Background: an optimization exercise with open tools, aiming at small area and a short achievable clock period. Do not read the settings as production practice.
RTL that was checked went through simulation tests only; none was proved equivalent to the original.
No activity file was given, so power comes from the tool's default toggle rates.

Design m2_pingpong_block_buffer, start of the top module:
module m2_pingpong_block_buffer #(
    parameter int DATA_W  = 32,
    parameter int BLK_DIM = 8
) (
    input  logic              CLOCK_I,
    input  logic              RESETN_I,
    input  logic              WR_VALID_I,
    input  logic [DATA_W-1:0] WR_DATA_I,
    output logic              WR_READY_O,
    output logic              WR_BLOCK_DONE_O,
    input  logic              RD_TRANSPOSE_I,
    output logic              RD_VALID_O,
    output logic [DATA_W-1:0] RD_DATA_O,
    output logic              RD_LAST_O,
    input  logic              RD_READY_I,
    output logic              RD_BLOCK_DONE_O,
    output logic [1:0]        BANK_FULL_O
);
==> module m2_pingpong_block_buffer, before the edit <==
module m2_pingpong_block_buffer #(
    parameter int DATA_W  = 32,
    parameter int BLK_DIM = 8
) (
    input  logic              CLOCK_I,
    input  logic              RESETN_I,
    input  logic              WR_VALID_I,
    input  logic [DATA_W-1:0] WR_DATA_I,
    output logic              WR_READY_O,
    output logic              WR_BLOCK_DONE_O,
    input  logic              RD_TRANSPOSE_I,
    output logic              RD_VALID_O,
    output logic [DATA_W-1:0] RD_DATA_O,
    output logic              RD_LAST_O,
    input  logic              RD_READY_I,
    output logic              RD_BLOCK_DONE_O,
    output logic [1:0]        BANK_FULL_O
);
    localparam int WORDS  = BLK_DIM * BLK_DIM;
    localparam int ADDR_W = $clog2(WORDS);
    localparam int LOG_N  = $clog2(BLK_DIM);
    localparam int ROWS   = 2 * BLK_DIM;    
    logic [DATA_W-1:0] st [ROWS][BLK_DIM];
    logic [ADDR_W-1:0] wr_cnt;
    logic              wr_bank;
    logic [1:0]        full;
    logic              wr_rdy;
    logic              wr_fire;
    logic              wr_fill;
    logic [ROWS-1:0]   wsel;     
    logic [ROWS-1:0]   wsel_rot;
    logic              idle;
    logic              pre;      
    logic              ld_ok;    
    logic              rd_bank;
    logic              tr_q;
    logic [ADDR_W-1:0] lc;       
    logic [ROWS-1:0]   rsel;     
    logic [ROWS-1:0]   rsel_rot;
    logic              vld;
    logic              last;
    logic [DATA_W-1:0] dout;
    logic              pop;
    logic              load;
    logic              rd_free;
    logic              start;
    logic [DATA_W-1:0] head;
    assign wr_fire = WR_VALID_I & wr_rdy;
    assign wr_fill = wr_fire & (wr_cnt == ADDR_W'(WORDS - 1));
    assign pop     = vld & RD_READY_I;
    assign load    = pre | (ld_ok & RD_READY_I);
    assign rd_free = pop & last;
    assign start   = idle & full[rd_bank];
    assign wsel_rot = {wsel[ROWS-2:0], wsel[ROWS-1]};
    assign rsel_rot = {rsel[ROWS-2:BLK_DIM], rsel[ROWS-1], rsel[BLK_DIM-2:0], rsel[BLK_DIM-1]};
    always_comb begin
        head = '0;
        for (int i = 0; i < ROWS; i++) head = head | ({DATA_W{rsel[i]}} & st[i][0]);
    end
    for (genvar i = 0; i < ROWS; i++) begin : g_row
        logic en;
        assign en = (wsel[i] & wr_fire) | (rsel[i] & load);
        always_ff @(posedge CLOCK_I) begin
            if (en) begin
                for (int j = 0; j < BLK_DIM - 1; j++) st[i][j] <= st[i][j+1];
                st[i][BLK_DIM-1] <= WR_DATA_I;
            end
        end
    end
    always_ff @(posedge CLOCK_I) begin
        if (!RESETN_I) begin
            wr_cnt          <= '0;
            wr_bank         <= 1'b0;
            full            <= 2'b00;
            wr_rdy          <= 1'b1;
            wsel            <= ROWS'(1);
            idle            <= 1'b1;
            pre             <= 1'b0;
            ld_ok           <= 1'b0;
            rd_bank         <= 1'b0;
            tr_q            <= 1'b0;
            lc              <= '0;
            rsel            <= '0;
            vld             <= 1'b0;
            last            <= 1'b0;
            WR_BLOCK_DONE_O <= 1'b0;
            RD_BLOCK_DONE_O <= 1'b0;
            dout            <= '0;
        end else begin
            logic [1:0] full_n;
            logic       wr_bank_n;
            full_n    = full;
            wr_bank_n = wr_bank;
            if (wr_fill) begin
                wr_bank_n       = ~wr_bank;
                full_n[wr_bank] = 1'b1;
            end
            if (rd_free) full_n[rd_bank] = 1'b0;
            full    <= full_n;
            wr_bank <= wr_bank_n;
            wr_rdy  <= ~full_n[wr_bank_n];
            WR_BLOCK_DONE_O <= wr_fill;
            RD_BLOCK_DONE_O <= rd_free;
            if (wr_fire) begin
                wr_cnt <= wr_cnt + 1'b1;
                if (wr_cnt[LOG_N-1:0] == LOG_N'(BLK_DIM - 1)) wsel <= wsel_rot;
            end
            pre <= start;
            if (start) begin
                idle <= 1'b0;
                tr_q <= RD_TRANSPOSE_I;
                lc   <= '0;
                rsel <= '0;
                rsel[{rd_bank, LOG_N'(0)}] <= 1'b1;
            end
            if (pre) begin
                vld   <= 1'b1;
                ld_ok <= 1'b1;
            end
            if (load) begin
                lc   <= lc + 1'b1;
                if (tr_q || lc[LOG_N-1:0] == LOG_N'(BLK_DIM - 1)) rsel <= rsel_rot;
                last <= (lc == ADDR_W'(WORDS - 1));
                if (lc == ADDR_W'(WORDS - 1)) ld_ok <= 1'b0;
            end
            if (load) dout <= head;
            if (rd_free) begin
                idle    <= 1'b1;
                vld     <= 1'b0;
                rd_bank <= ~rd_bank;
            end
        end
    end
    assign WR_READY_O  = wr_rdy;
    assign RD_VALID_O  = vld;
    assign RD_DATA_O   = dout;
    assign RD_LAST_O   = last;
    assign BANK_FULL_O = full;
endmodule
Settings: LEC_CHECK=0, CAP_MARGIN=20, CELL_PAD_IN_SITES_DETAIL_PLACEMENT=0, CELL_PAD_IN_SITES_GLOBAL_PLACEMENT=0, CORE_MARGIN=2, CORE_UTILIZATION=60, PLACE_DENSITY=0.75, SETUP_SLACK_MARGIN=3.0, SLEW_MARGIN=20; clock period 5.5 ns.
standard.sh (not shown) runs the stock make flow with config.mk's settings and CLKGATE_MAP_FILE= SYNTH_SCRIPT=/design/flow/synth_recipe.tcl, a recipe that flattens the netlist after the stock synthesis.
==> flow/flow/run.sh <==
#!/bin/bash
# The standard ORFS flow (the standard.sh), with these changes to how the layout is made:
#  - port buffers are buf_4 cells instead of the delay-type buffer buffer_ports picks by default;
#  - timing repair may resize a cell to any cell of the same function, not only to one of the same
#    footprint, so those buffers and the output registers' drivers can be resized;
#  - after global placement, flow/pin_regs.tcl moves each register that drives an output port
#    next to that port's buffer (detailed placement then legalizes it);
#  - clock tree synthesis clusters up to 25 sinks within 55 um per leaf buffer and spaces the
#    H-tree's buffers 250 um apart, which gives a lower insertion delay with fewer buffers.
# make's full output goes to flow_make.log here; each ORFS step logs under orfs/logs/.
set -euo pipefail
here=$(pwd)
bash standard.sh MATCH_CELL_FOOTPRINT=0 \
  "BUFFER_PORTS_ARGS=-buffer_cell sky130_fd_sc_hd__buf_4" \
  "POST_GLOBAL_PLACE_TCL=$here/flow/pin_regs.tcl" \
  "CTS_ARGS=-sink_clustering_enable -repair_clock_nets -distance_between_buffers 250 -sink_clustering_size 25 -sink_clustering_max_diameter 55" \
  finish > flow_make.log 2>&1
Other scripts of this flow, unchanged in this note and not shown: flow/flow/pin_regs.tcl
Then changed:
--- a/flow/design.v
+++ b/flow/design.v
@@ -69,4 +69,7 @@
     end
     always_ff @(posedge CLOCK_I) begin
+        dout <= ({DATA_W{load}} & head) | ({DATA_W{~load}} & dout);
+    end
+    always_ff @(posedge CLOCK_I) begin
         if (!RESETN_I) begin
             wr_cnt          <= '0;
@@ -86,5 +89,4 @@
             WR_BLOCK_DONE_O <= 1'b0;
             RD_BLOCK_DONE_O <= 1'b0;
-            dout            <= '0;
         end else begin
             logic [1:0] full_n;
@@ -124,5 +126,4 @@
                 if (lc == ADDR_W'(WORDS - 1)) ld_ok <= 1'b0;
             end
-            if (load) dout <= head;
             if (rd_free) begin
                 idle    <= 1'b1;
=> Worst hold slack gains 3.8 ps. Sequential share of layout area rises by 0.17 points. Synthesized area is about the same. Sequential power stays flat. Register-to-register slack improves by 100 ps. Global-route usage goes down by 0.80 points. Via count went down by 2.8%. Total power increases by 0.79%. Final cell count falls by 1.2%. Routed wire length falls by 4.9%.
Function not checked in the first run of this note: the RTL went through the layout flow alone.

[afterwards: timing with drivers on the ports]
How much do the figures lean on ideal ports? The routed layouts below were timed once more, with nothing changed but the port constraints. Step 1 assumes that a clkbuf_16 drives the clock port and a buf_2 every other input. Step 2 moves the port delays by t, midway between the first and last clock arrival at a register: inputs arrive t later, outputs are due t later. That takes back most of the time a late clock gives input paths. Three values: ideal, step 1, step 2; two values: the first two.
run	t, ns	setup slack, ns	slew at the worst register clock pin (ns)
the first run	0.962	2.888 / 2.888 / 2.050	0.12 / 0.12
the second run	0.976	2.881 / 2.785 / 2.018	0.11 / 0.11
After both steps every run listed still meets setup and hold. The setup slack of the second run, which loses most, moves by -0.096 ns with the drivers and by -0.863 ns with both steps.
